Source: an optimization exercise on an open RTL-to-GDS flow (aim: small area and a short achievable clock period). Production flows keep margins and buffers that such runs may drop. No functional check of the RTL was part of any run shown here. No activity file was given, so power comes from the tool's default toggle rates.

File: flow/config.mk
export PLATFORM = sky130hd
export DESIGN_NAME = rob_top
export DESIGN_NICKNAME = rob_top
export VERILOG_FILES = /design/flow/design.v
export SDC_FILE = /design/flow/constraint.sdc
export NUM_CORES = 4
export LEC_CHECK = 0
export ABC_CLOCK_PERIOD_IN_PS = 3000
export CAP_MARGIN = 20
export CORE_MARGIN = 2
export CORE_UTILIZATION = 40
export SETUP_SLACK_MARGIN = 2.5
export SLEW_MARGIN = 20
File: flow/constraint.sdc
create_clock -name core_clock -period 5.5 [get_ports {clock}]
set_input_delay 1.1000 -clock core_clock [delete_from_list [all_inputs] [get_ports {clock}]]
set_output_delay 1.1000 -clock core_clock [all_outputs]
set_load 0.01 [all_outputs]
File: flow/design.v
`timescale 1ns/100ps
module rob_top
(
   input  logic       clock,
   input  logic       reset,
   input  logic       dispatch_valid_a,
   input  logic       dispatch_valid_b,
   input  logic [4:0] opcode_a,
   input  logic [4:0] opcode_b,
   input  logic [5:0] told_a,
   input  logic [5:0] told_b,
   output logic       dispatch_ready,
   output logic [4:0] rob_idx_a,
   output logic [4:0] rob_idx_b,
   input  logic       cdb_valid_a,
   input  logic       cdb_valid_b,
   input  logic       cdb_valid_c,
   input  logic       cdb_valid_d,
   input  logic [4:0] cdb_idx_a,
   input  logic [4:0] cdb_idx_b,
   input  logic [4:0] cdb_idx_c,
   input  logic [4:0] cdb_idx_d,
   output logic       retire_en_a,
   output logic       retire_en_b,
   output logic [5:0] retire_told_a,
   output logic [5:0] retire_told_b,
   output logic [1:0] retire_count,
   output logic       rob_full,
   output logic       rob_almost_full,
   output logic       rob_empty,
   output logic [4:0] rob_head,
   output logic [4:0] rob_tail,
   output logic [5:0] rob_count
);
   logic [4:0] head;
   logic [4:0] tail;
   logic [4:0] tail_p1;     
   logic [5:0] count;
   logic       ready;
   logic       full;
   logic       almost_full;
   logic       empty;
   logic [1:0] rc;
   logic       en_a, en_b;
   logic [5:0] rt_a, rt_b;
   logic [15:0] cpl_e, cpl_o;
   logic [15:0] st_e,  st_o;
   logic [5:0]  told_e [16];
   logic [5:0]  told_o [16];
   logic       alloc_a, alloc_b;
   logic [1:0] accept;
   assign alloc_a = dispatch_valid_a & ready;
   assign alloc_b = dispatch_valid_b & ready;
   assign accept  = {alloc_a & alloc_b, alloc_a ^ alloc_b};
   logic       wen_e, wen_o;
   logic       wst_e, wst_o;
   logic [5:0] wtold_e, wtold_o;
   assign wen_e   = tail[0] ? alloc_b : alloc_a;
   assign wen_o   = tail[0] ? alloc_a : alloc_b;
   assign wst_e   = tail[0] ? (opcode_b == 5'd0) : (opcode_a == 5'd0);
   assign wst_o   = tail[0] ? (opcode_a == 5'd0) : (opcode_b == 5'd0);
   assign wtold_e = tail[0] ? told_b : told_a;
   assign wtold_o = tail[0] ? told_a : told_b;
   logic [31:0] set;
   always_comb
   begin
      set = '0;
      if (cdb_valid_a) set[cdb_idx_a] = 1'b1;
      if (cdb_valid_b) set[cdb_idx_b] = 1'b1;
      if (cdb_valid_c) set[cdb_idx_c] = 1'b1;
      if (cdb_valid_d) set[cdb_idx_d] = 1'b1;
   end
   always_ff @(posedge clock)
   begin
      for (int j = 0; j < 16; j++)
      begin
         if (wen_e && tail_p1[4:1] == 4'(j))
         begin
            cpl_e[j]  <= 1'b0;
            st_e[j]   <= wst_e;
            told_e[j] <= wtold_e;
         end
         else if (set[2*j])
            cpl_e[j]  <= 1'b1;
         if (wen_o && tail[4:1] == 4'(j))
         begin
            cpl_o[j]  <= 1'b0;
            st_o[j]   <= wst_o;
            told_o[j] <= wtold_o;
         end
         else if (set[2*j+1])
            cpl_o[j]  <= 1'b1;
      end
   end
   logic [4:0] nh, nh1;
   logic [3:0] ridx_e, ridx_o;
   logic       rc_e, rc_o, rs_e, rs_o;
   logic [5:0] rt_e, rt_o;
   logic       cpl_h, cpl_n, st_h, st_n;
   logic       hit_h, hit_n;
   logic [5:0] left;        
   logic       ret1, ret2;
   assign nh  = head + 5'(rc);
   assign nh1 = nh + 5'd1;
   assign ridx_o = nh[4:1];
   assign ridx_e = nh1[4:1];
   assign rc_e = cpl_e[ridx_e];
   assign rc_o = cpl_o[ridx_o];
   assign rs_e = st_e[ridx_e];
   assign rs_o = st_o[ridx_o];
   assign rt_e = told_e[ridx_e];
   assign rt_o = told_o[ridx_o];
   assign cpl_h = nh[0] ? rc_o : rc_e;
   assign cpl_n = nh[0] ? rc_e : rc_o;
   assign st_h  = nh[0] ? rs_o : rs_e;
   assign st_n  = nh[0] ? rs_e : rs_o;
   assign hit_h = (cdb_valid_a & (cdb_idx_a == nh)) | (cdb_valid_b & (cdb_idx_b == nh)) |
                  (cdb_valid_c & (cdb_idx_c == nh)) | (cdb_valid_d & (cdb_idx_d == nh));
   assign hit_n = (cdb_valid_a & (cdb_idx_a == nh1)) | (cdb_valid_b & (cdb_idx_b == nh1)) |
                  (cdb_valid_c & (cdb_idx_c == nh1)) | (cdb_valid_d & (cdb_idx_d == nh1));
   assign left = count - 6'(rc);
   assign ret1 = (left != 6'd0) & (cpl_h | hit_h);
   assign ret2 = ret1 & (left[5:1] != 5'd0) & (cpl_n | hit_n);
   logic [5:0] ncount;
   assign ncount = left + 6'(accept);
   always_ff @(posedge clock)
   begin
      if (reset)
      begin
         head        <= '0;
         tail        <= '0;
         tail_p1     <= 5'd1;
         count       <= '0;
         ready       <= 1'b1;
         full        <= 1'b0;
         almost_full <= 1'b0;
         empty       <= 1'b1;
         rc          <= '0;
         en_a        <= 1'b0;
         en_b        <= 1'b0;
      end
      else
      begin
         head        <= nh;
         tail        <= tail + 5'(accept);
         tail_p1     <= tail_p1 + 5'(accept);
         count       <= ncount;
         ready       <= ~(ncount[5] | (&ncount[4:0]));
         full        <= ncount[5];
         almost_full <= ncount[5] | (&ncount[4:1]);
         empty       <= (ncount == 6'd0);
         rc          <= {ret2, ret1 & ~ret2};
         en_a        <= ret1 & ~st_h;
         en_b        <= ret2 & ~st_n;
      end
   end
   always_ff @(posedge clock)
   begin
      rt_a <= nh[0] ? rt_o : rt_e;
      rt_b <= nh[0] ? rt_e : rt_o;
   end
   assign dispatch_ready  = ready;
   assign rob_idx_a       = tail;
   assign rob_idx_b       = tail_p1;
   assign retire_count    = rc;
   assign retire_en_a     = en_a;
   assign retire_en_b     = en_b;
   assign retire_told_a   = rt_a;
   assign retire_told_b   = rt_b;
   assign rob_full        = full;
   assign rob_almost_full = almost_full;
   assign rob_empty       = empty;
   assign rob_head        = head;
   assign rob_tail        = tail;
   assign rob_count       = count;
endmodule
File: flow/run.sh
#!/bin/bash
# synth_recipe.tcl (not shown) runs the flow's synth.tcl, then flattens the netlist and writes it again
# the make line also repeats each setting of config.mk as NAME=value (left out here)
make -C /OpenROAD-flow-scripts/flow DESIGN_CONFIG=/design/flow/config.mk WORK_HOME=/design/flow/orfs CLKGATE_MAP_FILE= SYNTH_SCRIPT=/design/flow/synth_recipe.tcl finish
==> results.ini, run 1 <==
[timing]
fin_tns_setup_ns=0
final_hold_viol_count=0
fmax_mhz=297
period_minus_slack_ns=3.36
setup_viol=0
rsz0062_at_grt=yes
slew_viol_final=0
worst_pin_slew_ns=1.08
slew_headroom_pct=27.5
min_period_over_period_pct=61.2
finClkSkew_ns=0.00953

[drt]
routed_wirelength_um=51200
dr.pass1.iters=6
vias=12000
ant_nets=0
wl_per_cell_um=26.3
via_per_inst=6.18
drt_iter0_markers=1536
drc_errors=0

[placed_design]
placed_cells_incl_taps=1819
port_buffers=95
place.gp.congestion=0.966
hpwl_um=34200

[synth]
ys_warn_count=3
yosys.area.top_type=edfxtp_1
avgSynthCellArea_um2=11.5
synth_edf_count=224
async_reset_ff_share_pct=0
ys.flop_type=edfxtp_1
synth_area_mm2=0.0150
synth_fp_nets=1388
synthCells=1308
synth_cell_types=96
synth.top_cells.by_area=edfxtp_1 45%, dfxtp_1 9.6%, nor2_1 2.9%, a21oi_1 2.3%, mux2_2 2.2%
synth-seq-cells=296
ys_seq_area_share_pct=54.3
synth_top_area_share_pct=44.7

[cells_and_area]
mostFrequentLayoutCell=edfxtp_1
final_cell_mix=224 x edfxtp_1, 101 x nor2_1, 85 x clkdlybuf4s50_1
diodes=0
nets=1530
multi_input_area_mm2=0.00701
fillCellCount=3293
regArea_mm2=0.00818
layout-drive-gt1-share_pct=21.7
instances_no_fill=1948
syn2layout_area_growth_pct=25.3

[critical_path]
crit_path_end_kind=flop
critPathMaxFanout=6
crit_arrival_ns=3.74
crit_type=reg2reg
cp-start-kind=flop
critPathRequiredTime_ns=5.87

[clock_network]
cts_made_buffers=34
cts_tree=done
htreeDepth=2
clk_pin_slew_ns=0.06
cts.sinks=296
hold_buffers=0
clock_path_buffers=3
insertion_delay_ns=0.52
root_buffer=clkbuf_16

[grt]
grt_pass1_wl_um=75500
antenna_found_initial=1
grt_max_degree=41
overflow=0
grt_pass1_vias=11700
grt_usage_pct=26.1

[floorplanning]
die_height_um=198
core_mm2=0.0373
fp.dieW_um=198
rows=71
io_pins=96
design.die.area_mm2=0.0392
start_util_pct=40.3

[outcome]
status=timing/DRC/antenna clean

[power]
p_per_area_mw_per_mm2=390
p_leak_nw=6.60
peakVddDrop_mv=0.257

[hold_path]
hold_path_class=reg2reg

[run]
drv_cap=0

-- worst max-delay path, stage by stage, from the launching register on --
cell	delay, ns
dfxtp_4	0.36
ha_4	0.14
inv_2	0.04
fa_2	0.61
inv_8	0.04
ha_4	0.18
mux2_4	0.30
o211a_4	0.28
o211a_4	0.28
o21ai_4	0.23
o22ai_2	0.13
nor4_2	0.37
o21a_1	0.20
a21oi_1	0.07
-- through the flow --
step / power, mW / worst slack (ns) / hold slack [ns] / util (%) / instance area [um2]
6_report: 7.36 / 2.14 / 0.520 / 50.5 / 18800
5_1_grt: 7.65 / 2.05 / 0.559 / 50.5 / 18800
4_1_cts: 7.29 / 2.14 / 0.514 / 49.6 / 18500
3_5_place_dp: 4.92 / 1.20 / 0.503 / 44.2 / 16500
3_3_place_gp: 4.90 / 1.34 / 0.495 / 44.2 / 16500
2_1_floorplan: 4.21 / 2.16 / 0.469 / - / 15200
-- power by group --
part | switching (mW) | internal, mW
combinational | 1.30 | 0.967
sequential | 0.149 | 2.76
clock | 0.917 | 1.27
-- worst paths after layout --
path	from	end	slack, ns	depth (start not counted)
min reg2reg	cpl_o[2]$_SDFFE_PP0P_	cpl_o[2]$_SDFFE_PP0P_	0.52	2
max	rc[0]$_SDFF_PP0_	rt_a[0]$_DFF_P_	2.14	13
max reg2reg	rc[0]$_SDFF_PP0_	rt_a[0]$_DFF_P_	2.14	13
min	cpl_o[2]$_SDFFE_PP0P_	cpl_o[2]$_SDFFE_PP0P_	0.52	2
-- layer usage --
| metal | track usage [%] | share of wire [%] | vias up | wire length, um |
|---|---|---|---|---|
| met2 | 40.7 | 45 | 680 | 23300 |
| met4 | 10.3 | 3.7 | 0 | 1870 |
| met3 | 5.01 | 9.2 | 117 | 4730 |
| met1 | 35.9 | 42 | 5915 | 21400 |
| met5 | 0 | 0 | - | 0 |
| li1 | - | - | 5318 | - |
-- area by class of cell --
class                           instances  share of cell area, %
Tap cell                              474                   3.15
Clock buffer                           40                   4.80
Sequential cell                       296                   43.4
Timing Repair inverter                  1                 0.0332
Multi-Input combinational cell        885                   37.2
Clock inverter                         20                  0.830
Inverter                               47                  0.996
Timing Repair Buffer                  185                   9.57
-- state kept, by name, indices dropped and copies added (netlist names) --
| signal | cells |
|---|---|
| cpl_e | 16 |
| st_e | 16 |
| almost_full | 1 |
| tail_p1 | 5 |
| st_o | 16 |
| told_o | 96 |
| head | 5 |
| cpl_o | 16 |
| empty | 1 |
| told_e | 96 |
| rt_b | 6 |
| ready | 1 |
| en_a | 1 |
| tail | 5 |
| rc | 2 |
| rt_a | 6 |
| en_b | 1 |
| count | 6 |
-- synthesized netlist by cell type, types with 10 or more instances --
| cell | instances |
|---|---|
| inv_1 | 46 |
| ha_1 | 25 |
| nor3_1 | 42 |
| a22oi_1 | 11 |
| nand2_1 | 73 |
| xor2_1 | 19 |
| nand3_1 | 55 |
| nor4_1 | 12 |
| mux2i_1 | 32 |
| mux2_2 | 29 |
| dfxtp_1 | 72 |
| xnor2_1 | 32 |
| and3_1 | 16 |
| o211ai_1 | 15 |
| a32oi_1 | 22 |
| a31oi_1 | 20 |
| nand4_1 | 10 |
| a221oi_1 | 25 |
| nor2b_1 | 16 |
| o22ai_1 | 20 |
| a21oi_1 | 70 |
| buf_4 | 13 |
| nor2_1 | 116 |
| edfxtp_1 | 224 |
| buf_2 | 15 |
| clkbuf_1 | 42 |
| o21ai_0 | 31 |
-- cell families after synthesis --
| logic type | Yosys count | share of synthesized area (%) |
|---|---|---|
| fa+ha+maj | 30 | 2.75 |
| mux | 71 | 5.75 |
| buf+inv | 130 | 4.09 |
| flops | 296 | 54.3 |
| simple gates | 409 | 13.9 |
| xor+xnor | 61 | 4.29 |
| compound gates | 311 | 14.9 |
-- timing repair --
action | CTS | global route
gates resized for setup | 84 | 51
pin swaps | 32 | 18
setup buffers | 50 | 14
endpoints found under the setup margin | 69 | 78
cloned | 5 | 0
==> inputs of run 2 (changes only) <==
==> flow/config.mk (replaced) <==
export PLATFORM = sky130hd
export DESIGN_NAME = rob_top
export DESIGN_NICKNAME = rob_top
export VERILOG_FILES = /design/flow/design.v
export SDC_FILE = /design/flow/constraint.sdc
export NUM_CORES = 4
export LEC_CHECK = 0
export ABC_CLOCK_PERIOD_IN_PS = 2500
export CAP_MARGIN = 20
export CORE_MARGIN = 2
export CORE_UTILIZATION = 40
export SETUP_SLACK_MARGIN = 3.0
export SLEW_MARGIN = 20
==> results.ini, run 2 <==
[clock_network]
root_buffer=clkbuf_16
clock_path_buffers=3  ; unchanged
cts.sinks=296  ; unchanged
insertion_delay_ns=0.53  ; about the same
cts_tree=done
clk_pin_slew_ns=0.06  ; about the same
htreeDepth=2  ; unchanged
cts_made_buffers=35  ; +2.9%

[cells_and_area]
reg_top3=told_e x96, told_o x96
fillCellCount=3259  ; -1.0%
nets=1541  ; +0.72%
mostFrequentLayoutCell=edfxtp_1
diodes=0  ; unchanged
final_core_util_pct=51.9  ; +1.4 points
layout-drive-gt1-share_pct=29.1  ; +7.4 points
final_cell_mix=224 x edfxtp_1, 79 x nor2_1, 76 x buf_4
design_area_mm2=0.0194  ; +2.8%
instances_no_fill=1960  ; +0.62%
syn2layout_area_growth_pct=28.8

[critical_path]
r2r_slack_ns=2.04  ; -0.10 ns
crit_type=reg2reg
crit_arrival_ns=3.86  ; +0.12 ns
critPathRequiredTime_ns=5.90  ; +0.03 ns
cp-start-kind=flop
crit_path_end_kind=flop
critPathMaxFanout=5  ; -1

[floorplanning]
rows=71  ; unchanged
fp.dieW_um=198  ; unchanged
io_pins=96  ; unchanged
die_height_um=198  ; unchanged
design.die.area_mm2=0.0392  ; unchanged
core_mm2=0.0373  ; unchanged
start_util_pct=40.3  ; unchanged

[power]
p_comb_share_pct=31.8  ; +1.1 points
p_int_mw=5.11  ; +2.4%
p_clk_share_pct=29.5  ; -0.2 points
p_per_area_mw_per_mm2=390  ; about the same
p_leak_nw=6.87  ; +4.1%
swShare_pct=32.4  ; +0.27 points
switchingPower_mw=2.45  ; +3.7%
peakVddDrop_mv=0.273  ; +6.3%
power_mw=7.56  ; +2.8%
p_seq_share_pct=38.8  ; -0.7 points

[grt]
antenna_found_initial=1  ; unchanged
grt_usage_pct=26.1  ; about the same
grt_pass1_wl_um=74700  ; -0.99%
grt_max_degree=41  ; unchanged
overflow=0  ; unchanged
grt_pass1_vias=11500  ; -1.7%

[synth]
synth_edf_count=224  ; unchanged
synth-seq-cells=296  ; unchanged
avgSynthCellArea_um2=11.5  ; unchanged
synth_cell_types=96  ; unchanged
synth_most_common_cell=edfxtp_1
ys_warn_count=3  ; unchanged
synth.top_cells.by_area=edfxtp_1 45%, dfxtp_1 9.6%, nor2_1 2.9%, a21oi_1 2.3%, mux2_2 2.2%
async_reset_ff_share_pct=0  ; unchanged
synth_area_mm2=0.0150  ; unchanged
synth_fp_nets=1388  ; unchanged
synthCells=1308  ; unchanged
synth_commonest_cells=224 x edfxtp_1, 116 x nor2_1, 73 x nand2_1, 72 x dfxtp_1, 70 x a21oi_1
ys.flop_type=edfxtp_1
ys_seq_area_share_pct=54.3  ; unchanged
synth_top_area_share_pct=44.7  ; unchanged
yosys.area.top_type=edfxtp_1

[drt]
wl_per_cell_um=26.3  ; about the same
vias=12100  ; +0.90%
drt_iter0_markers=1324  ; -14%
drc_errors=0  ; unchanged
dr.pass1.iters=5  ; -1
routed_wirelength_um=51600  ; +0.60%
ant_nets=0  ; unchanged
via_per_inst=6.19  ; +0.28%

[timing]
setup_viol=0  ; unchanged
finClkSkew_ns=0.0149  ; +0.00533 ns
min_period_over_period_pct=62.9  ; +1.7 points
slew_headroom_pct=33.1  ; +5.6 points
worst_pin_slew_ns=1.00  ; -0.0802 ns
fmax_mhz=289  ; -2.8%
fin_hold_ws_ns=0.522  ; +0.00204 ns
rsz0062_at_grt=yes
period_minus_slack_ns=3.46  ; +0.0953 ns
slew_viol_final=0  ; unchanged
timing.final.ws_setup_ns=2.04  ; -0.0953 ns
final_hold_viol_count=0  ; unchanged
fin_tns_setup_ns=0  ; unchanged

[placed_design]
place.gp.congestion=0.939  ; -2.8%
port_buffers=95  ; unchanged
placed_cells_incl_taps=1813  ; -0.33%
hpwl_um=34300  ; +0.25%
place_ws_ns=1.31  ; +0.105 ns
place_area_mm2=0.0166  ; +0.84%

[hold_path]
hold_path_class=reg2reg

[outcome]
status=timing/DRC/antenna clean

[run]
drv_cap=0  ; unchanged

==> run 2: cell counts after synthesis <==
No cell type changed its count.
==> run 2: power by group through the flow <==
stage,sequential (mW),clock (mW),combinational (mW)
floorplan,2.97,0,1.27
global placement,2.96,0,1.95
detailed placement,2.96,0,1.98
CTS,2.93,2.25,2.24
global route,2.96,2.34,2.57
finish,2.93,2.23,2.40
==> run 2: worst max-delay path: stages (launching register included) <==
cell and delay (ns):
dfxtp_4 0.36, ha_4 0.13, inv_2 0.04, fa_2 0.62, inv_8 0.04, ha_4 0.18
mux2_4 0.30, a211oi_4 0.30, nor4_4 0.06, buf_4 0.16, buf_6 0.12, o211ai_1 0.20
o2111ai_2 0.20, nor4_4 0.34, o21a_1 0.20, a21oi_1 0.07
==> run 2: worst paths after layout <==
| path | depth (start not counted) | startpoint | to |
|---|---|---|---|
| min reg2reg | 2 | cpl_o[3]$_SDFFE_PP0P_ | cpl_o[3]$_SDFFE_PP0P_ |
| min | 2 | cpl_o[3]$_SDFFE_PP0P_ | cpl_o[3]$_SDFFE_PP0P_ |
| max | 15 | rc[0]$_SDFF_PP0_ | rt_b[0]$_DFF_P_ |
| max reg2reg | 15 | rc[0]$_SDFF_PP0_ | rt_b[0]$_DFF_P_ |
==> run 2: cells by family (layout without fill, tap and decap cells) <==
group           after synthesis  in the layout  synth area share, %
fa+ha+maj                    30             30                 2.75
flops                       296            296                 54.3
compound gates              311            314                 14.9
simple gates                409            409                 13.9
xor+xnor                     61             63                 4.29
buf+inv                     130            303                 4.09
mux                          71             71                 5.75
==> run 2: area by class of cell <==
class / instances / area (um2) / share of cell area, %
flip-flops and latches: 296 / 8210 / 42.4
multi-input cells: 887 / 7460 / 38.5
repair buffers: 193 / 1820 / 9.39
clock buffers: 44 / 930 / 4.80
well taps: 474 / 593 / 3.06
inverters: 47 / 188 / 0.969
clock inverters: 18 / 158 / 0.814
repair inverters: 1 / 6.26 / 0.0323
==> run 2: timing repair <==
item                       4_1_cts  5_1_grt
gates resized for setup        246       84
gates cloned                     8        0
hold buffers                     0        0
setup endpoints to repair      308       85
setup buffers                   61       16
pin swaps                       46       32
==> run 2: routing by layer <==
metal / share of wire (%) / GRT usage [%] / up-vias
li1: - / - / 5366
met1: 42 / 35.3 / 6041
met2: 46 / 41.1 / 620
met3: 8.6 / 5.13 / 111
met4: 4.0 / 10.7 / 0
met5: 0 / 0 / -
==> inputs of run 3 (changes only) <==
--- a/flow/design.v
+++ b/flow/design.v
@@ -33,6 +33,8 @@
    output logic [5:0] rob_count
 );
    logic [4:0] head;
+   logic [4:0] nh;          
+   logic [4:0] nh1;         
    logic [4:0] tail;
    logic [4:0] tail_p1;     
    logic [5:0] count;
@@ -61,14 +63,28 @@
    assign wst_o   = tail[0] ? (opcode_a == 5'd0) : (opcode_b == 5'd0);
    assign wtold_e = tail[0] ? told_b : told_a;
    assign wtold_o = tail[0] ? told_a : told_b;
+   logic [3:0] lo [4];
+   logic [7:0] hi [4];
+   logic [3:0] cv;
+   logic [4:0] ci [4];
    logic [31:0] set;
+   assign cv = {cdb_valid_d, cdb_valid_c, cdb_valid_b, cdb_valid_a};
+   assign ci[0] = cdb_idx_a;
+   assign ci[1] = cdb_idx_b;
+   assign ci[2] = cdb_idx_c;
+   assign ci[3] = cdb_idx_d;
    always_comb
    begin
-      set = '0;
-      if (cdb_valid_a) set[cdb_idx_a] = 1'b1;
-      if (cdb_valid_b) set[cdb_idx_b] = 1'b1;
-      if (cdb_valid_c) set[cdb_idx_c] = 1'b1;
-      if (cdb_valid_d) set[cdb_idx_d] = 1'b1;
+      for (int p = 0; p < 4; p++)
+      begin
+         for (int k = 0; k < 4; k++)
+            lo[p][k] = cv[p] & (ci[p][1:0] == 2'(k));
+         for (int m = 0; m < 8; m++)
+            hi[p][m] = (ci[p][4:2] == 3'(m));
+      end
+      for (int i = 0; i < 32; i++)
+         set[i] = (lo[0][i%4] & hi[0][i/4]) | (lo[1][i%4] & hi[1][i/4]) |
+                  (lo[2][i%4] & hi[2][i/4]) | (lo[3][i%4] & hi[3][i/4]);
    end
    always_ff @(posedge clock)
    begin
@@ -92,7 +108,6 @@
             cpl_o[j]  <= 1'b1;
       end
    end
-   logic [4:0] nh, nh1;
    logic [3:0] ridx_e, ridx_o;
    logic       rc_e, rc_o, rs_e, rs_o;
    logic [5:0] rt_e, rt_o;
@@ -100,16 +115,24 @@
    logic       hit_h, hit_n;
    logic [5:0] left;        
    logic       ret1, ret2;
-   assign nh  = head + 5'(rc);
-   assign nh1 = nh + 5'd1;
    assign ridx_o = nh[4:1];
    assign ridx_e = nh1[4:1];
-   assign rc_e = cpl_e[ridx_e];
-   assign rc_o = cpl_o[ridx_o];
-   assign rs_e = st_e[ridx_e];
-   assign rs_o = st_o[ridx_o];
-   assign rt_e = told_e[ridx_e];
-   assign rt_o = told_o[ridx_o];
+   logic [15:0] sel_e, sel_o;
+   always_comb
+   begin
+      rc_e = 1'b0; rc_o = 1'b0; rs_e = 1'b0; rs_o = 1'b0; rt_e = '0; rt_o = '0;
+      for (int j = 0; j < 16; j++)
+      begin
+         sel_e[j] = (ridx_e == 4'(j));
+         sel_o[j] = (ridx_o == 4'(j));
+         rc_e = rc_e | (sel_e[j] & cpl_e[j]);
+         rc_o = rc_o | (sel_o[j] & cpl_o[j]);
+         rs_e = rs_e | (sel_e[j] & st_e[j]);
+         rs_o = rs_o | (sel_o[j] & st_o[j]);
+         rt_e = rt_e | ({6{sel_e[j]}} & told_e[j]);
+         rt_o = rt_o | ({6{sel_o[j]}} & told_o[j]);
+      end
+   end
    assign cpl_h = nh[0] ? rc_o : rc_e;
    assign cpl_n = nh[0] ? rc_e : rc_o;
    assign st_h  = nh[0] ? rs_o : rs_e;
@@ -128,6 +151,8 @@
       if (reset)
       begin
          head        <= '0;
+         nh          <= '0;
+         nh1         <= 5'd1;
          tail        <= '0;
          tail_p1     <= 5'd1;
          count       <= '0;
@@ -142,6 +167,8 @@
       else
       begin
          head        <= nh;
+         nh          <= ret2 ? nh1 + 5'd1 : ret1 ? nh1 : nh;
+         nh1         <= ret2 ? nh1 + 5'd2 : ret1 ? nh1 + 5'd1 : nh1;
          tail        <= tail + 5'(accept);
          tail_p1     <= tail_p1 + 5'(accept);
          count       <= ncount;
==> flow/config.mk (replaced) <==
export PLATFORM = sky130hd
export DESIGN_NAME = rob_top
export DESIGN_NICKNAME = rob_top
export VERILOG_FILES = /design/flow/design.v
export SDC_FILE = /design/flow/constraint.sdc
export NUM_CORES = 4
export LEC_CHECK = 0
export CAP_MARGIN = 20
export CORE_MARGIN = 2
export CORE_UTILIZATION = 40
export SETUP_SLACK_MARGIN = 2.5
export SLEW_MARGIN = 20
==> results.ini, run 3 <==
[outcome]
status=timing/DRC/antenna clean

[floorplanning]
core_mm2=0.0344  ; -7.9%
die_height_um=190  ; -3.8%
design.die.area_mm2=0.0362  ; -7.5%
fp.dieW_um=190  ; -3.8%
io_pins=96  ; unchanged
start_util_pct=40.4  ; +0.081 points
rows=68  ; -4.2%

[cells_and_area]
mostFrequentLayoutCell=edfxtp_1
diodes=0  ; unchanged
nets=1306  ; -15%
reg_top3=told_e x96, told_o x96
syn2layout_area_growth_pct=18.9
final_cell_mix=224 x edfxtp_1, 125 x nor2_1, 74 x dfxtp_1
design_area_mm2=0.0165  ; -15%
layout-drive-gt1-share_pct=13.9  ; -15 points

[critical_path]
critPathRequiredTime_ns=5.94  ; +0.04 ns
r2r_start=nh[2]$_SDFFE_PP0P_
crit_path_end_kind=flop
cp-start-kind=input pin
crit_arrival_ns=3.40  ; -0.46 ns
r2r_slack_ns=2.58  ; +0.54 ns
crit_type=in2reg
rr_endpoint=nh1[4]$_SDFFE_PP0P_
r2r_cells=10  ; -5
cp-startpoint=cdb_idx_a[4]
critPathMaxFanout=10  ; +5

[placed_design]
hpwl_um=27000  ; -21%
place_area_mm2=0.0152  ; -8.5%
port_buffers=95  ; unchanged
place.gp.congestion=0.970  ; +3.3%

[hold_path]
holdPathStages=2  ; unchanged
hold_end=cpl_o[12]$_SDFFE_PP0P_
hp-start=cpl_o[12]$_SDFFE_PP0P_
hold_path_class=reg2reg

[synth]
synth_commonest_cells=224 x edfxtp_1, 136 x nor2_1, 82 x dfxtp_1, 73 x o22ai_1, 53 x nand2_1
avgSynthCellArea_um2=12.0  ; +4.4%
ys_warn_count=6  ; +3
synth_top_area_share_pct=48.5  ; +3.7 points
synth.top_cells.by_area=edfxtp_1 48%, dfxtp_1 12%, nor2_1 3.7%, o22ai_1 3.3%, xor2_1 2.5%
ys_seq_area_share_pct=60.3  ; +6.0 points
yosys.area.top_type=edfxtp_1
synth_cell_types=67  ; -30%
synth_area_mm2=0.0139  ; -7.7%
synth_fp_nets=1224  ; -12%
synth_edf_count=224  ; unchanged
async_reset_ff_share_pct=0  ; unchanged
ys.flop_type=edfxtp_1
synth-seq-cells=306  ; +3.4%
synthCells=1156  ; -12%
synth_most_common_cell=edfxtp_1

[power]
p_per_area_mw_per_mm2=471  ; +21%
p_leak_nw=5.48  ; -20%
power_mw=7.78  ; +2.9%
peakVddDrop_mv=0.294  ; +7.8%

[drt]
dr.pass1.iters=7  ; +2
drc_errors=0  ; unchanged
vias=10100  ; -17%
wl_per_cell_um=24.3  ; -7.4%
drt_iter0_markers=1122  ; -15%
via_per_inst=5.88  ; -5.0%
ant_nets=0  ; unchanged
routed_wirelength_um=41800  ; -19%

[timing]
final_hold_viol_count=0  ; unchanged
fmax_mhz=339  ; +17%
slew_viol_final=0  ; unchanged
rsz0062_at_grt=yes
min_period_over_period_pct=53.7  ; -9.2 points
fin_tns_setup_ns=0  ; unchanged
setup_viol=0  ; unchanged
period_minus_slack_ns=2.95  ; -0.505 ns
worst_pin_slew_ns=1.18  ; +0.180 ns
slew_headroom_pct=20.8  ; -12 points
finClkSkew_ns=0.0113  ; -0.00354 ns

[grt]
grt_max_degree=39  ; -4.9%
grt_pass1_vias=9886  ; -14%
grt_pass1_wl_um=61700  ; -17%
antenna_found_initial=0  ; -1
grt_usage_pct=22.7  ; -3.4 points
overflow=0  ; unchanged

[clock_network]
cts_made_buffers=30  ; -14%
root_buffer=clkbuf_16
clk_pin_slew_ns=0.06  ; about the same
cts.sinks=306  ; +3.4%
hold_buffers=0  ; unchanged
cts_tree=done
htreeDepth=1  ; -1
insertion_delay_ns=0.55  ; +0.02 ns
clock_path_buffers=3  ; unchanged

[run]
drv_cap=0  ; unchanged

-- run 3: cell count changes after synthesis, sizes merged, moves of 11 or more --
cell,before,now
nand2,73,53
nand3,55,21
xor2,20,39
a32oi,22,8
nand3b,5,24
o21ai,37,20
o22ai,20,73
a22o,1,13
ha,25,14
a21oi,70,35
a222oi,0,14
nor2,122,137
inv,47,18
xnor2,39,17
-- run 3: repair_timing --
action | CTS | global route
pin swaps | 14 | 11
resized for setup | 41 | 34
endpoints found under the setup margin | 50 | 14
buffers inserted | 15 | 2
gates cloned | 0 | 1
-- run 3: final cells by class --
| cell class | count | area, um2 |
|---|---|---|
| tap | 455 | 569 |
| inverter | 19 | 71.3 |
| clock buffer | 46 | 852 |
| clock inverter | 10 | 97.6 |
| sequential | 306 | 8400 |
| timing repair buffer | 138 | 1320 |
| fill | 3139 | 17900 |
| multi-input combinational | 743 | 5210 |
-- run 3: layer usage --
layer	wire length [um]	up-vias	GRT usage (%)	share of wire [%]
met4	1070	0	5.72	2.6
li1	-	4580	-	-
met2	18400	489	34.5	44
met3	3390	83	4.75	8.1
met5	0	-	0	0
met1	19000	4946	33.1	45
-- run 3: cells by family (layout without fill, tap and decap cells) --
logic type	after synthesis	after routing	synth area share, %
AO/OA/AOI/OAI	251	251	12.9
XOR/XNOR	56	56	3.53
adder cells (fa/ha/maj)	18	18	1.84
buffers and inverters	107	213	3.53
flip-flops	306	306	60.3
multiplexers	58	58	5.02
AND/OR/NAND/NOR	360	360	12.9
-- run 3: stage by stage --
step           hold slack (ns)  util (%)  setup WS, ns  cells
2_1_floorplan            0.440         -          2.45   1156
4_1_cts                  0.479      47.5          2.50   1713
6_report                 0.478      48.0          2.55   1717
5_1_grt                  0.493      48.0          2.48   1717
3_3_place_gp             0.458      44.2          1.48   1640
3_5_place_dp             0.466      44.3          1.42   1642
-- run 3: worst max-delay path by stage --
stage,slack (ns),end,depth (start not counted)
5_1_grt,2.48,nh1[4]$_SDFFE_PP0P_,9
4_1_cts,2.50,nh1[4]$_SDFFE_PP0P_,12
2_1_floorplan,2.45,nh1[4]$_SDFFE_PP0P_,10
3_3_place_gp,1.48,nh1[4]$_SDFFE_PP0P_,10
3_5_place_dp,1.42,nh1[4]$_SDFFE_PP0P_,10
6_report,2.55,nh1[4]$_SDFFE_PP0P_,10
-- run 3: critical path, cell delays in order --
cell           delay, ns
dlygate4sd2_1       0.34
xor2_1              0.18
nor4_1              0.26
and3_1              0.23
a31oi_2             0.07
a31oi_2             0.27
a32oi_4             0.13
nor2_4              0.22
mux2i_1             0.24
mux2_1              0.33
-- run 3: report_power, final --
group	switching, mW	internal [mW]	total [mW]
Combinational	1.54	1.14	2.67
Clock	0.833	1.15	1.99
Sequential	0.249	2.87	3.12
==> inputs of run 4 (changes only) <==
--- a/flow/config.mk
+++ b/flow/config.mk
@@ -8,5 +8,5 @@
 export CAP_MARGIN = 20
 export CORE_MARGIN = 2
 export CORE_UTILIZATION = 40
-export SETUP_SLACK_MARGIN = 2.5
+export SETUP_SLACK_MARGIN = 3.0
 export SLEW_MARGIN = 20
==> results.ini, run 4 <==
[timing]
rsz0062_at_grt=yes
fin_tns_setup_ns=0  ; unchanged
setup_viol=0  ; unchanged
min_period_over_period_pct=49.3  ; -4.4 points
worst_pin_slew_ns=1.03  ; -0.152 ns
fmax_mhz=369  ; +8.9%
finClkSkew_ns=0.00805  ; -0.00326 ns
final_hold_viol_count=0  ; unchanged
period_minus_slack_ns=2.71  ; -0.242 ns
slew_viol_final=0  ; unchanged
slew_headroom_pct=31.0  ; +10 points

[power]
peakVddDrop_mv=0.324  ; +10%
p_clk_share_pct=25.3  ; -0.2 points
swShare_pct=34.3  ; +0.64 points
p_per_area_mw_per_mm2=470  ; -0.22%
power_mw=8.01  ; +3.0%
switchingPower_mw=2.75  ; +4.9%
p_int_mw=5.27  ; +2.0%
p_leak_nw=5.79  ; +5.5%
p_seq_share_pct=38.3  ; -1.8 points
p_comb_share_pct=36.4  ; +2.0 points

[placed_design]
port_buffers=95  ; unchanged
placed_cells_incl_taps=1637  ; -0.30%
place.gp.congestion=0.936  ; -3.5%
hpwl_um=27400  ; +1.6%
place_area_mm2=0.0153  ; +0.71%

[grt]
antenna_found_initial=1  ; +1
grt_pass1_wl_um=62800  ; +1.7%
grt_pass1_vias=10100  ; +1.8%
grt_max_degree=39  ; unchanged
overflow=0  ; unchanged
grt_usage_pct=23.0  ; +0.35 points

[drt]
via_per_inst=5.92  ; +0.62%
vias=10300  ; +2.0%
routed_wirelength_um=42300  ; +1.2%
wl_met3_um=3240  ; -4.2%
drt_iter0_markers=887  ; -21%
routed.top_layer=met4
m1WireLength_um=18800  ; -0.73%
drc_errors=0  ; unchanged
ant_nets=0  ; unchanged
wl_per_cell_um=24.3  ; -0.13%
dr.pass1.iters=6  ; -1
dr_wl_met2_um=18900  ; +2.9%

[hold_path]
hold_path_class=reg2reg
hp-start=cpl_o[1]$_SDFFE_PP0P_

[cells_and_area]
layout-drive-gt1-share_pct=21.6  ; +7.7 points
reg_top3=told_e x96, told_o x96
design_area_mm2=0.0170  ; +3.2%
final_cell_mix=224 x edfxtp_1, 115 x nor2_1, 72 x o22ai_1
mostFrequentLayoutCell=edfxtp_1
nets=1328  ; +1.7%
fillCellCount=3003  ; -4.3%
instances_no_fill=1740  ; +1.3%
syn2layout_area_growth_pct=22.7

[critical_path]
crit_arrival_ns=3.15  ; -0.25 ns
r2r_start=nh[0]$_SDFFE_PP0P_
crit_type=in2reg
rr_endpoint=nh1[4]$_SDFFE_PP0P_
r2r_cells=7  ; -3
critPathRequiredTime_ns=5.94  ; about the same
critPathMaxFanout=6  ; -4
crit_path_end_kind=flop
cp-startpoint=cdb_idx_c[0]
cp-start-kind=input pin
r2r_slack_ns=2.81  ; +0.23 ns
endpoint=nh1[4]$_SDFFE_PP0P_

[synth]
avgSynthCellArea_um2=12.0  ; unchanged
synth_most_common_cell=edfxtp_1
synth_fp_nets=1224  ; unchanged
synth.top_cells.by_area=edfxtp_1 48%, dfxtp_1 12%, nor2_1 3.7%, o22ai_1 3.3%, xor2_1 2.5%
ys_seq_area_share_pct=60.3  ; unchanged
synth_edf_count=224  ; unchanged
synth_cell_types=67  ; unchanged
async_reset_ff_share_pct=0  ; unchanged
synthCells=1156  ; unchanged
synth_area_mm2=0.0139  ; unchanged
synth_commonest_cells=224 x edfxtp_1, 136 x nor2_1, 82 x dfxtp_1, 73 x o22ai_1, 53 x nand2_1
synth_top_area_share_pct=48.5  ; unchanged
synth-seq-cells=306  ; unchanged
ys_warn_count=6  ; unchanged
ys.flop_type=edfxtp_1
yosys.area.top_type=edfxtp_1

[clock_network]
clk_pin_slew_ns=0.06  ; about the same
htreeDepth=1  ; unchanged
root_buffer=clkbuf_16
cts_tree=done
cts.sinks=306  ; unchanged
insertion_delay_ns=0.56  ; about the same
hold_buffers=0  ; unchanged
clock_path_buffers=3  ; unchanged
cts_made_buffers=31  ; +3.3%

[floorplanning]
die_height_um=190  ; unchanged
start_util_pct=40.4  ; unchanged
fp.dieW_um=190  ; unchanged
core_mm2=0.0344  ; unchanged
io_pins=96  ; unchanged
rows=68  ; unchanged
design.die.area_mm2=0.0362  ; unchanged

[run]
drv_cap=0  ; unchanged

[outcome]
status=timing/DRC/antenna clean

[run 4: how the worst min path moves through the flow]
stage | endpoint | slack, ns | depth (start not counted)
global route | cpl_o[11]$_SDFFE_PP0P_ | 0.50 | 2
global placement | cpl_o[14]$_SDFFE_PP0P_ | 0.46 | 2
floorplan | cpl_o[14]$_SDFFE_PP0P_ | 0.44 | 2
CTS | cpl_o[14]$_SDFFE_PP0P_ | 0.48 | 2
detailed placement | cpl_o[14]$_SDFFE_PP0P_ | 0.47 | 2
finish | cpl_o[1]$_SDFFE_PP0P_ | 0.48 | 2
[run 4: worst max-delay path, stage by stage]
cell and delay (ns):
clkdlybuf4s15_2 0.24, xor2_1 0.16, nor4_1 0.26, and3_1 0.27
a31oi_4 0.07, nand3_2 0.11, a32oi_4 0.15, nor2_4 0.23
mux2i_1 0.24, mux2_1 0.33
[run 4: cell type report]
cell class / instances / area (um2) / area share, %
sequential: 306 / 8420 / 49.4
multi-input combinational: 743 / 5530 / 32.5
timing repair buffer: 159 / 1460 / 8.58
clock buffer: 44 / 865 / 5.07
tap: 455 / 569 / 3.34
clock inverter: 13 / 110 / 0.646
inverter: 19 / 76.3 / 0.448
antenna: 1 / 2.50 / 0.0147
[run 4: metrics by stage]
step                      utilization, %  setup slack, ns  hold slack, ns
after global routing                49.6             2.68           0.497
after global placement              44.5             1.65           0.457
after floorplan                        -             2.45           0.440
after CTS                           49.1             2.79           0.480
after detailed placement            44.6             1.65           0.465
final                               49.6             2.79           0.477
[run 4: metal layers]
layer / vias to the layer above / global-route usage [%]
li1: 4622 / -
met1: 5149 / 32.7
met2: 446 / 35.7
met3: 80 / 4.25
met4: 0 / 7.66
met5: - / 0
[run 4: timing repair]
item	CTS	global route
setup endpoints to repair	307	69
resized for setup	224	29
cloned	1	0
setup buffers	39	5
pin swaps	32	17
endpoints found under the hold margin	0	0
[run 4: power groups by stage]
stage	Combinational (mW)	Clock [mW]	Sequential, mW
final	2.91	2.03	3.07
after global routing	3.14	2.14	3.10
after CTS	2.79	2.05	3.07
after detailed placement	2.51	0	3.15
after global placement	2.48	0	3.15
after floorplan	1.69	0	3.08
[run 4: cells by family after synthesis]
family	count (synthesis)	share of synthesized area (%)
compound gates	251	12.9
xor+xnor	56	3.53
fa+ha+maj	18	1.84
buf+inv	107	3.53
flops	306	60.3
mux	58	5.02
simple gates	360	12.9
==> inputs of run 5 (changes only) <==
==> flow/flow/run.sh (new file) <==
#!/bin/bash
# Standard ORFS layout, but with plain buffers on the ports instead of the
# delay buffers buffer_ports picks by default.
set -euo pipefail
cd "$(dirname "$0")/.."
export BUFFER_PORTS_ARGS="-buffer_cell sky130_fd_sc_hd__buf_2"
bash standard.sh finish > orfs_make.log 2>&1
==> flow/standard.sh (new file) <==
#!/bin/bash
# synth_recipe.tcl (not shown) runs the flow's synth.tcl, then flattens the netlist and writes it again
# the make line also repeats each setting of config.mk as NAME=value (left out here)
make -C /OpenROAD-flow-scripts/flow DESIGN_CONFIG=/design/flow/config.mk WORK_HOME=/design/flow/orfs CLKGATE_MAP_FILE= SYNTH_SCRIPT=/design/flow/synth_recipe.tcl "${@:-finish}"
removed: flow/run.sh
==> results.ini, run 5 <==
[outcome]
status=timing/DRC/antenna clean

[synth]
synth_most_common_cell=edfxtp_1
synth.top_cells.by_area=edfxtp_1 48%, dfxtp_1 12%, nor2_1 3.7%, o22ai_1 3.3%, xor2_1 2.5%
ys_seq_area_share_pct=60.3  ; unchanged
synth_fp_nets=1224  ; unchanged
ys_warn_count=6  ; unchanged
yosys.area.top_type=edfxtp_1
synth_top_area_share_pct=48.5  ; unchanged
synth_commonest_cells=224 x edfxtp_1, 136 x nor2_1, 82 x dfxtp_1, 73 x o22ai_1, 53 x nand2_1
synthCells=1156  ; unchanged
avgSynthCellArea_um2=12.0  ; unchanged
ys.flop_type=edfxtp_1
synth_edf_count=224  ; unchanged
synth_cell_types=67  ; unchanged
synth_area_mm2=0.0139  ; unchanged
async_reset_ff_share_pct=0  ; unchanged
synth-seq-cells=306  ; unchanged

[grt]
antenna_found_initial=2  ; +1
grt_max_degree=39  ; unchanged
grt_pass1_vias=10200  ; +0.92%
grt_pass1_wl_um=62400  ; -0.59%
grt_usage_pct=22.9  ; -0.13 points
overflow=0  ; unchanged

[cells_and_area]
final_cell_mix=224 x edfxtp_1, 116 x nor2_1, 95 x buf_2
design_area_mm2=0.0166  ; -2.5%
multi_input_area_mm2=0.00543  ; -1.9%
layout-drive-gt1-share_pct=27.0  ; +5.5 points
fillCellCount=3057  ; +1.8%
mostFrequentLayoutCell=edfxtp_1
instances_no_fill=1736  ; -0.23%
regArea_mm2=0.00840  ; -0.24%
nets=1323  ; -0.38%
syn2layout_area_growth_pct=19.7
final_core_util_pct=48.3  ; -1.2 points
reg_top3=told_e x96, told_o x96

[timing]
fin_tns_setup_ns=0  ; unchanged
finClkSkew_ns=0.0247  ; +0.0167 ns
rsz0062_at_grt=yes
setup_viol=0  ; unchanged
fmax_mhz=369  ; +0.10%
slew_headroom_pct=26.9  ; -4.1 points
period_minus_slack_ns=2.71  ; -0.00277 ns
worst_pin_slew_ns=1.09  ; +0.0613 ns
final_hold_viol_count=0  ; unchanged
slew_viol_final=0  ; unchanged
min_period_over_period_pct=49.2  ; -0.050 points

[clock_network]
clock_path_buffers=3  ; unchanged
cts.sinks=306  ; unchanged
root_buffer=clkbuf_16
cts_made_buffers=31  ; unchanged
clk_pin_slew_ns=0.06  ; about the same
cts_tree=done
insertion_delay_ns=0.57  ; about the same
htreeDepth=1  ; unchanged

[placed_design]
hpwl_um=26500  ; -3.2%
place_area_mm2=0.0148  ; -3.3%
place.gp.congestion=0.949  ; +1.3%
placed_cells_incl_taps=1633  ; -0.24%
port_buffers=95  ; unchanged

[critical_path]
crit_arrival_ns=3.16  ; about the same
cp_top_family=compound AO/OA/AOI/OAI gates
r2r_start=nh1[1]$_SDFFE_PP0P_
r2r_cells=12  ; +5
crit_path_end_kind=flop
critPathMaxFanout=10  ; +4
cp-start-kind=input pin
slowest_stage=mux2_1
path_cells=buf_2, xor2_1, nor4_1, a31oi_1, a31oi_2, a32oi_4, nor2_4, mux2i_1, mux2_1
worst-path-buf-inv=1  ; unchanged
crit_type=in2reg
rr_endpoint=nh1[4]$_SDFFE_PP0P_
critPathRequiredTime_ns=5.95  ; about the same
r2r_slack_ns=2.83  ; +0.02 ns
cp_slowest_stage_delay_ns=0.33  ; about the same
cp-startpoint=cdb_idx_b[3]

[drt]
dr.pass1.iters=7  ; +1
drc_errors=0  ; unchanged
drt_iter0_markers=1211  ; +37%
ant_nets=0  ; unchanged
via_per_inst=5.96  ; +0.66%
routed_wirelength_um=42000  ; -0.69%
wl_per_cell_um=24.2  ; -0.46%
vias=10300  ; +0.43%

[floorplanning]
design.die.area_mm2=0.0362  ; unchanged
die_height_um=190  ; unchanged
core_mm2=0.0344  ; unchanged
start_util_pct=40.4  ; unchanged
rows=68  ; unchanged
io_pins=96  ; unchanged
fp.dieW_um=190  ; unchanged

[power]
power_mw=8.04  ; +0.39%
p_leak_nw=5.68  ; -1.8%
p_per_area_mw_per_mm2=484  ; +3.0%
peakVddDrop_mv=0.368  ; +14%

[hold_path]
hold_end=cpl_e[2]$_SDFFE_PP0P_
hp-start=cpl_e[2]$_SDFFE_PP0P_
hold_path_class=reg2reg
holdPathStages=2  ; unchanged

[run]
drv_cap=0  ; unchanged

## run 5: cell counts after synthesis
Identical to the previous run, type by type.
## run 5: how the worst max path moves through the flow
stage / cells past startpoint / slack, ns / endpoint
3_5_place_dp: 11 / 1.97 / nh1[4]$_SDFFE_PP0P_
6_report: 9 / 2.79 / nh1[4]$_SDFFE_PP0P_
5_1_grt: 11 / 2.63 / nh[4]$_SDFFE_PP0P_
2_1_floorplan: 10 / 2.45 / nh1[4]$_SDFFE_PP0P_
4_1_cts: 11 / 2.83 / ready$_SDFF_PP1_
3_3_place_gp: 10 / 2.10 / nh1[4]$_SDFFE_PP0P_
## run 5: per-stage QoR
step	setup WS [ns]	hold WS (ns)
2_1_floorplan	2.45	0.440
3_3_place_gp	2.10	0.460
3_5_place_dp	1.97	0.466
4_1_cts	2.83	0.480
5_1_grt	2.63	0.486
6_report	2.79	0.473
## run 5: area by class of cell
| cell class | count | share of cell area [%] |
|---|---|---|
| Sequential cell | 306 | 50.6 |
| Multi-Input combinational cell | 743 | 32.7 |
| Timing Repair Buffer | 154 | 6.55 |
| Clock buffer | 48 | 5.79 |
| Tap cell | 455 | 3.43 |
| Inverter | 19 | 0.512 |
| Clock inverter | 10 | 0.475 |
| Antenna cell | 1 | 0.0151 |
## run 5: worst reg2reg max path, delay by kind of cell (launching register included)
kind / cells / cell delay (ns)
AO/OA/AOI/OAI: 4 / 0.71
multiplexers: 2 / 0.55
buffers and inverters: 3 / 0.44
flip-flops: 1 / 0.39
AND/OR/NAND/NOR: 2 / 0.33
adder cells (fa/ha/maj): 1 / 0.16
## run 5: timing repair
item | 4_1_cts | 5_1_grt
endpoints found under the setup margin | 73 | 66
buffers inserted | 32 | 8
pin swaps | 30 | 17
cloned | 3 | 0
hold buffers | 0 | 0
gates resized for setup | 70 | 21
## run 5: routing by layer
layer  share of wire, %  wire length [um]  global-route usage (%)  vias to the layer above
li1                   -                 -                       -                     4617
met1                 43             18000                    32.7                     5128
met2                 45             19000                    35.9                      528
met3                9.5              3980                    4.20                       66
met4                2.4              1010                    6.35                        2
met5              0.031                13                       0                        -
## run 5: cells by family (layout without fill, tap and decap cells)
logic type | Yosys count | after routing | share of synthesized area (%)
AND/OR/NAND/NOR | 360 | 360 | 12.9
flip-flops | 306 | 306 | 60.3
AO/OA/AOI/OAI | 251 | 251 | 12.9
buffers and inverters | 107 | 231 | 3.53
multiplexers | 58 | 58 | 5.02
XOR/XNOR | 56 | 56 | 3.53
adder cells (fa/ha/maj) | 18 | 18 | 1.84
other | 0 | 1 | 0
## run 5: power by group
part	total [mW]	internal (mW)	switching, mW
clock	2.12	1.24	0.878
sequential	3.10	2.88	0.221
combinational	2.83	1.17	1.65
total	8.04	5.29	2.75
==> inputs of run 6 (changes only) <==
==> flow/flow/run.sh (replaced) <==
#!/bin/bash
# Standard ORFS layout, with plain buffers on the ports instead of the delay
# buffers buffer_ports picks by default, and sizing free to change a cell's
# footprint.
set -euo pipefail
cd "$(dirname "$0")/.."
export BUFFER_PORTS_ARGS="-buffer_cell sky130_fd_sc_hd__buf_2"
bash standard.sh MATCH_CELL_FOOTPRINT=0 finish > orfs_make.log 2>&1
--- a/flow/config.mk
+++ b/flow/config.mk
@@ -7,6 +7,6 @@
 export LEC_CHECK = 0
 export CAP_MARGIN = 20
 export CORE_MARGIN = 2
-export CORE_UTILIZATION = 40
+export CORE_UTILIZATION = 60
 export SETUP_SLACK_MARGIN = 3.0
 export SLEW_MARGIN = 20
==> results.ini, run 6 <==
[grt]
grt_busiest_layer=met2
grt_pass1_wl_um=60200  ; -3.5%
gr-usage-met1_pct=46.3  ; +14 points
grt_pass1_vias=10100  ; -0.65%
grt_max_degree=39  ; unchanged
overflow=0  ; unchanged
antenna_found_initial=0  ; -2
grt_use_met3_pct=5.97  ; +1.8 points
use_met2_pct=52.6  ; +17 points
grt_usage_pct=33.3  ; +10 points

[synth]
synth_xor_area_share_pct=3.53  ; unchanged
synth-seq-cells=306  ; unchanged
synthAdderAreaFrac_pct=1.84  ; unchanged
ys_seq_area_share_pct=60.3  ; unchanged
avgSynthCellArea_um2=12.0  ; unchanged
ys_warn_count=6  ; unchanged
synth_area_mm2=0.0139  ; unchanged
synth_fp_nets=1224  ; unchanged
synth_mux_area_share_pct=5.02  ; unchanged
yosys.area_share.simple_pct=12.9  ; unchanged
ys.flop_type=edfxtp_1
synthCells=1156  ; unchanged
synth_edf_count=224  ; unchanged
synth_most_common_cell=edfxtp_1
async_reset_ff_share_pct=0  ; unchanged
synth_cell_types=67  ; unchanged
synth-compound-area-share_pct=12.9  ; unchanged
synth_top_family_by_area=compound AO/OA/AOI/OAI gates
synth_top_area_share_pct=48.5  ; unchanged
yosys.area.top_type=edfxtp_1
synth.top_cells.by_area=edfxtp_1 48%, dfxtp_1 12%, nor2_1 3.7%, o22ai_1 3.3%, xor2_1 2.5%
synth_commonest_cells=224 x edfxtp_1, 136 x nor2_1, 82 x dfxtp_1, 73 x o22ai_1, 53 x nand2_1

[critical_path]
cp-start-kind=input pin
path_cells=buf_2, nand2_2, inv_2, ha_4, ha_4, inv_2, fa_2, xnor2_2, or4b_4, nor3b_2, nor2_1
cp_top_family=simple AND/OR/NAND/NOR gates
critPathRequiredTime_ns=5.94  ; about the same
crit_path_end_kind=flop
worst-path-buf-inv=3  ; +2
slowest_stage=or4b_4
crit_arrival_ns=3.12  ; -0.04 ns
crit_type=in2reg
cp_slowest_stage_delay_ns=0.52  ; +0.19 ns
critPathMaxFanout=2  ; -8

[clock_network]
htreeDepth=1  ; unchanged
root_buffer=clkbuf_16
insertion_delay_ns=0.55  ; -0.02 ns
cts.sinks=306  ; unchanged
clk_pin_slew_ns=0.06  ; about the same
cts_made_buffers=30  ; -3.2%
cts_tree=done
clock_path_buffers=3  ; unchanged

[power]
peakVddDrop_mv=0.485  ; +32%
p_leak_nw=5.68  ; about the same
p_per_area_mw_per_mm2=497  ; +2.6%

[floorplanning]
design.die.area_mm2=0.0244  ; -33%
core_mm2=0.0227  ; -34%
start_util_pct=61.1  ; +21 points
fp.dieW_um=156  ; -18%
rows=55  ; -19%
die_height_um=156  ; -18%
io_pins=96  ; unchanged

[outcome]
status=timing/DRC/antenna clean

[cells_and_area]
reg_top3=told_e x96, told_o x96
layout-drive-gt1-share_pct=28.8  ; +1.7 points
design_area_mm2=0.0165  ; -0.57%
fillCellCount=1539  ; -50%
diodes=0  ; -1
syn2layout_area_growth_pct=19.0
mostFrequentLayoutCell=edfxtp_1
nets=1323  ; unchanged
instances_no_fill=1564  ; -9.9%
final_cell_mix=224 x edfxtp_1, 109 x nor2_1, 88 x buf_2

[timing]
slew_headroom_pct=29.9  ; +3.0 points
timing.final.ws_setup_ns=2.81  ; +0.0217 ns
rsz0062_at_grt=yes
period_minus_slack_ns=2.69  ; -0.0217 ns
fin_tns_setup_ns=0  ; unchanged
slew_viol_final=0  ; unchanged
setup_viol=0  ; unchanged
finClkSkew_ns=0.0112  ; -0.0135 ns
final_hold_viol_count=0  ; unchanged
min_period_over_period_pct=48.8  ; -0.39 points
fmax_mhz=372  ; +0.81%
worst_pin_slew_ns=1.05  ; -0.0456 ns

[hold_path]
hold_path_class=reg2reg

[drt]
dr.pass1.iters=9  ; +2
ant_nets=0  ; unchanged
drc_errors=0  ; unchanged
drt_iter0_markers=1127  ; -6.9%
vias=10300  ; -0.12%
via_per_inst=6.60  ; +11%
wl_per_cell_um=26.2  ; +8.1%
routed_wirelength_um=40900  ; -2.6%

[placed_design]
hpwl_um=25900  ; -2.3%
place_ws_ns=2.00  ; +0.0247 ns
placed_cells_incl_taps=1461  ; -11%
place.gp.congestion=0.973  ; +2.5%
port_buffers=95  ; unchanged
place_area_mm2=0.0146  ; -1.7%

[run]
drv_cap=0  ; unchanged

run 6: final timing paths:
path	startpoint	end	slack, ns	cells after the start
worst max register to register	rc[1]$_SDFF_PP0_	nh1[4]$_SDFFE_PP0P_	2.82	10
worst min-delay path	cpl_o[12]$_SDFFE_PP0P_	cpl_o[12]$_SDFFE_PP0P_	0.48	2
worst max-delay path	dispatch_valid_a	ready$_SDFF_PP1_	2.81	11
worst min register to register	cpl_o[12]$_SDFFE_PP0P_	cpl_o[12]$_SDFFE_PP0P_	0.48	2
run 6: per-stage QoR:
stage	hold WS (ns)	power, mW	util (%)
floorplan	0.440	4.76	-
global placement	0.452	5.42	64.1
detailed placement	0.468	5.46	64.2
CTS	0.482	7.93	71.6
global route	0.510	8.53	72.7
finish	0.482	8.21	72.7
run 6: cells by family (layout without fill, tap and decap cells):
family          count (synthesis)  after routing
simple gates                  360            360
flops                         306            306
compound gates                251            251
buf+inv                       107            230
mux                            58             58
xor+xnor                       56             56
fa+ha+maj                      18             18
run 6: tightest hold or removal path, delay by kind of cell (launching register included):
family | cells | cell delay [ns]
flip-flops | 1 | 0.33
AND/OR/NAND/NOR | 2 | 0.12
run 6: layout make-up:
class | instances | area (um2) | share of cell area (%)
clock buffer | 38 | 832 | 5.04
clock inverter | 18 | 194 | 1.17
inverter | 19 | 87.6 | 0.530
multi-input combinational | 743 | 5550 | 33.6
sequential | 306 | 8410 | 50.9
tap | 285 | 357 | 2.16
timing repair buffer | 155 | 1080 | 6.57
run 6: report_power, final:
part	internal (mW)	leakage, nW	total [mW]	switching [mW]
clock network	1.26	0.513	2.10	0.840
logic	1.23	2.46	2.98	1.75
registers	2.88	2.71	3.13	0.252
total	5.37	5.68	8.21	2.84
run 6: per-layer routing:
metal	vias to the layer above	share of wire (%)
met4	0	3.7
met3	103	9.4
met5	-	0
met1	5053	40
li1	4604	-
met2	569	47
run 6: what timing repair did:
item,4_1_cts,5_1_grt
hold buffers,0,0
pin swaps,29,23
setup buffers,38,8
gates resized for setup,101,48
endpoints found under the setup margin,251,92
gates cloned,1,0
==> inputs of run 7 (changes only) <==
--- a/flow/config.mk
+++ b/flow/config.mk
@@ -8,5 +8,7 @@
 export CAP_MARGIN = 20
 export CORE_MARGIN = 2
 export CORE_UTILIZATION = 60
+export CTS_BUF_LIST = sky130_fd_sc_hd__clkbuf_8
+export CTS_CLUSTER_SIZE = 30
 export SETUP_SLACK_MARGIN = 3.0
 export SLEW_MARGIN = 20
==> results.ini, run 7 <==
[outcome]
status=timing/DRC/antenna clean

[power]
switchingPower_mw=2.81  ; -1.1%
p_comb_share_pct=36.9  ; +0.6 points
p_int_mw=5.06  ; -5.8%
p_per_area_mw_per_mm2=487  ; -2.0%
p_seq_share_pct=39.7  ; +1.6 points
p_clk_share_pct=23.4  ; -2.1 points
peakVddDrop_mv=0.487  ; +0.42%
p_leak_nw=5.64  ; -0.69%
swShare_pct=35.7  ; +1.1 points

[timing]
worst_pin_slew_ns=1.17  ; +0.124 ns
fin_tns_setup_ns=0  ; unchanged
setup_viol=0  ; unchanged
slew_viol_final=0  ; unchanged
slew_headroom_pct=21.6  ; -8.3 points
finClkSkew_ns=0.0485  ; +0.0373 ns
fmax_mhz=367  ; -1.3%
final_hold_viol_count=0  ; unchanged
min_period_over_period_pct=49.5  ; +0.64 points
rsz0062_at_grt=yes
period_minus_slack_ns=2.72  ; +0.0354 ns
fin_hold_ws_ns=0.482  ; +0.000277 ns

[grt]
grt_usage_pct=33.1  ; -0.13 points
overflow=0  ; unchanged
grt_max_degree=39  ; unchanged
antenna_found_initial=0  ; unchanged
grt_pass1_vias=9956  ; -1.4%
grt_pass1_wl_um=59500  ; -1.2%

[drt]
routed_wirelength_um=40500  ; -1.0%
drt_iter0_markers=1195  ; +6.0%
wl_per_cell_um=25.5  ; -2.6%
drc_errors=0  ; unchanged
vias=10400  ; +0.33%
ant_nets=0  ; unchanged
dr.pass1.iters=5  ; -4
via_per_inst=6.52  ; -1.2%

[synth]
async_reset_ff_share_pct=0  ; unchanged
ys_seq_area_share_pct=60.3  ; unchanged
ys_warn_count=6  ; unchanged
synth_top_family_by_area=compound AO/OA/AOI/OAI gates
synth_edf_count=224  ; unchanged
synth-seq-cells=306  ; unchanged
ys.flop_type=edfxtp_1
synth_cell_types=67  ; unchanged
synthCells=1156  ; unchanged
yosys.area.top_type=edfxtp_1
synth_commonest_cells=224 x edfxtp_1, 136 x nor2_1, 82 x dfxtp_1, 73 x o22ai_1, 53 x nand2_1
avgSynthCellArea_um2=12.0  ; unchanged
synth_top_area_share_pct=48.5  ; unchanged
synth-compound-area-share_pct=12.9  ; unchanged
synthAdderAreaFrac_pct=1.84  ; unchanged
yosys.area_share.simple_pct=12.9  ; unchanged
synth_mux_area_share_pct=5.02  ; unchanged
synth_fp_nets=1224  ; unchanged
synth_most_common_cell=edfxtp_1
synth.top_cells.by_area=edfxtp_1 48%, dfxtp_1 12%, nor2_1 3.7%, o22ai_1 3.3%, xor2_1 2.5%
synth_xor_area_share_pct=3.53  ; unchanged
synth_area_mm2=0.0139  ; unchanged

[placed_design]
hpwl_um=25900  ; unchanged
place.gp.congestion=0.973  ; unchanged
port_buffers=95  ; unchanged

[floorplanning]
fp.dieW_um=156  ; unchanged
io_pins=96  ; unchanged
rows=55  ; unchanged
start_util_pct=61.1  ; unchanged
design.die.area_mm2=0.0244  ; unchanged
core_mm2=0.0227  ; unchanged
die_height_um=156  ; unchanged

[clock_network]
cts.sinks=306  ; unchanged
cts_tree=done
cts_made_buffers=48  ; +60%
clk_pin_slew_ns=0.06  ; about the same
insertion_delay_ns=0.58  ; +0.03 ns
htreeDepth=2  ; +1
clock_path_buffers=3  ; unchanged
root_buffer=clkbuf_8
hold_buffers=0  ; unchanged

[critical_path]
crit_type=reg2reg
critPathMaxFanout=9  ; +7
crit_arrival_ns=3.14  ; +0.02 ns
cp_slowest_stage_delay_ns=0.71  ; +0.19 ns
slowest_stage=dfxtp_1
cp-start-kind=flop
r2r_start=nh1[0]$_SDFFE_PP1P_
critPathRequiredTime_ns=5.92  ; -0.02 ns
r2r_slack_ns=2.78  ; -0.04 ns
crit_path_end_kind=flop
r2r_cells=10  ; unchanged
path_cells=xor2_1, nor4_1, and3_1, a31oi_1, nand3_1, a32oi_4, buf_6, nor3b_2, xnor2_1, a211oi_1
rr_endpoint=nh[2]$_SDFFE_PP0P_

[cells_and_area]
reg_top3=told_e x96, told_o x96
layout-drive-gt1-share_pct=26.9  ; -1.9 points
multi_input_area_mm2=0.00541  ; -2.5%
regArea_mm2=0.00841  ; about the same
final_cell_mix=224 x edfxtp_1, 119 x nor2_1, 95 x buf_2
syn2layout_area_growth_pct=16.3
fillCellCount=1580  ; +2.7%
nets=1334  ; +0.83%
mostFrequentLayoutCell=edfxtp_1
diodes=0  ; unchanged

[run]
drv_cap=0  ; unchanged

[hold_path]
holdPathStages=2  ; unchanged
hold_end=cpl_o[14]$_SDFFE_PP0P_
hold_path_class=reg2reg
hp-start=cpl_o[14]$_SDFFE_PP0P_

[run 7: cell types whose count changed in the layout (fill, tap and decap cells not counted), sizes merged]
| cell | delta |
|---|---|
| buf | -7 |
| clkinvlp | +1 |
| inv | +14 |
| clkbuf | +13 |
| clkinv | +6 |
| bufinv | -2 |
[run 7: how the worst max path moves through the flow]
stage	endpoint	slack [ns]	cells after the start	from
floorplan	nh1[4]$_SDFFE_PP0P_	2.47	10	cdb_idx_a[0]
global placement	nh1[3]$_SDFFE_PP0P_	2.10	12	nh1[2]$_SDFFE_PP0P_
detailed placement	nh1[3]$_SDFFE_PP0P_	2.00	12	nh1[2]$_SDFFE_PP0P_
CTS	ready$_SDFF_PP1_	2.82	11	count[0]$_SDFF_PP0_
global route	nh[2]$_SDFFE_PP0P_	2.71	13	nh1[2]$_SDFFE_PP0P_
finish	nh[2]$_SDFFE_PP0P_	2.78	10	nh1[0]$_SDFFE_PP1P_
[run 7: metrics by stage]
| step | instances | util [%] | power [mW] | setup WS, ns | instance area [um2] |
|---|---|---|---|---|---|
| after floorplan | 1156 | - | 4.76 | 2.47 | 14100 |
| after global placement | 1459 | 64.1 | 5.42 | 2.10 | 14600 |
| after detailed placement | 1461 | 64.2 | 5.46 | 2.00 | 14600 |
| after CTS | 1580 | 70.4 | 7.64 | 2.82 | 16000 |
| after global routing | 1589 | 71.1 | 8.21 | 2.71 | 16100 |
| final | 1589 | 71.1 | 7.87 | 2.78 | 16100 |
[run 7: worst max-delay path, delay by kind of cell (launching register included)]
kind	cells	cell delay (ns)
buffers and inverters	1	0.19
and+or+nand+nor	4	0.47
xor gates and xnor gates	2	0.47
DFF	1	0.71
AOI/OAI and AO/OA	3	0.75
[run 7: area by class of cell]
| cell class | count | area share, % |
|---|---|---|
| sequential | 306 | 52.1 |
| clock inverter | 37 | 1.39 |
| multi-input combinational | 743 | 33.5 |
| timing repair buffer | 148 | 5.94 |
| tap | 285 | 2.21 |
| inverter | 19 | 0.535 |
| clock buffer | 51 | 4.35 |
[run 7: cell families after synthesis]
family,count (synthesis)
multiplexers,58
AO/OA/AOI/OAI,251
AND/OR/NAND/NOR,360
adder cells (fa/ha/maj),18
buffers and inverters,107
flip-flops,306
XOR/XNOR,56
[run 7: per-layer routing]
| layer | routed length, um | GRT usage [%] |
|---|---|---|
| met3 | 3870 | 6.78 |
| met2 | 18700 | 51.7 |
| met1 | 16500 | 46.1 |
| met5 | 0 | 0 |
| met4 | 1510 | 13.1 |
[run 7: power by group through the flow]
stage | combinational, mW | clock, mW | sequential (mW)
after CTS | 2.67 | 1.85 | 3.12
after detailed placement | 2.29 | 0 | 3.17
after global placement | 2.24 | 0 | 3.17
after floorplan | 1.69 | 0 | 3.07
after global routing | 3.11 | 1.95 | 3.15
final | 2.90 | 1.84 | 3.12
[run 7: timing repair]
| item | 4_1_cts | 5_1_grt |
|---|---|---|
| setup buffers | 30 | 9 |
| resized for setup | 71 | 21 |
| setup endpoints to repair | 255 | 88 |
| cloned | 1 | 0 |
| pin swaps | 27 | 10 |

-- port drivers added, routing unchanged --
No port has a modelled driver above. Below, the same layouts with a new extraction and two added sets of constraints.
Step 1 (the two cells are an assumption about what drives the block):
set clk [get_ports {clock}]
set_driving_cell -lib_cell sky130_fd_sc_hd__clkbuf_16 $clk
set_driving_cell -lib_cell sky130_fd_sc_hd__buf_2 [delete_from_list [all_inputs] $clk]
Step 2, shift: input delay + t, output delay - t, t = (earliest + latest rising clock arrival at the registers) / 2. This alone moves slack from input paths to output paths.
Three values: ideal ports, drivers, drivers and shift; two values: the first two.
run	t (ns)	setup slack, ns	latest minus earliest clock arrival (ns)	slew at the worst register clock pin (ns)	pins driven straight from the clock port
run 1	0.569	2.137 / 2.137 / 1.983	0.009 / 0.010	0.06 / 0.06	1
run 2	0.580	2.041 / 2.041 / 2.041	0.016 / 0.016	0.06 / 0.06	1
run 3	0.603	2.547 / 2.555 / 1.959	0.011 / 0.011	0.06 / 0.06	1
run 4	0.599	2.789 / 2.807 / 2.212	0.010 / 0.009	0.06 / 0.06	1
run 5	0.608	2.792 / 2.824 / 2.216	0.028 / 0.028	0.06 / 0.06	1
run 6	0.589	2.813 / 2.825 / 2.255	0.014 / 0.014	0.07 / 0.07	1
run 7	0.605	2.778 / 2.778 / 2.217	0.049 / 0.048	0.07 / 0.07	1
After both steps setup and hold are still met in every run listed. For run 3, which loses most, drivers alone change the setup slack by +0.008 ns; drivers and shift together by -0.588 ns.
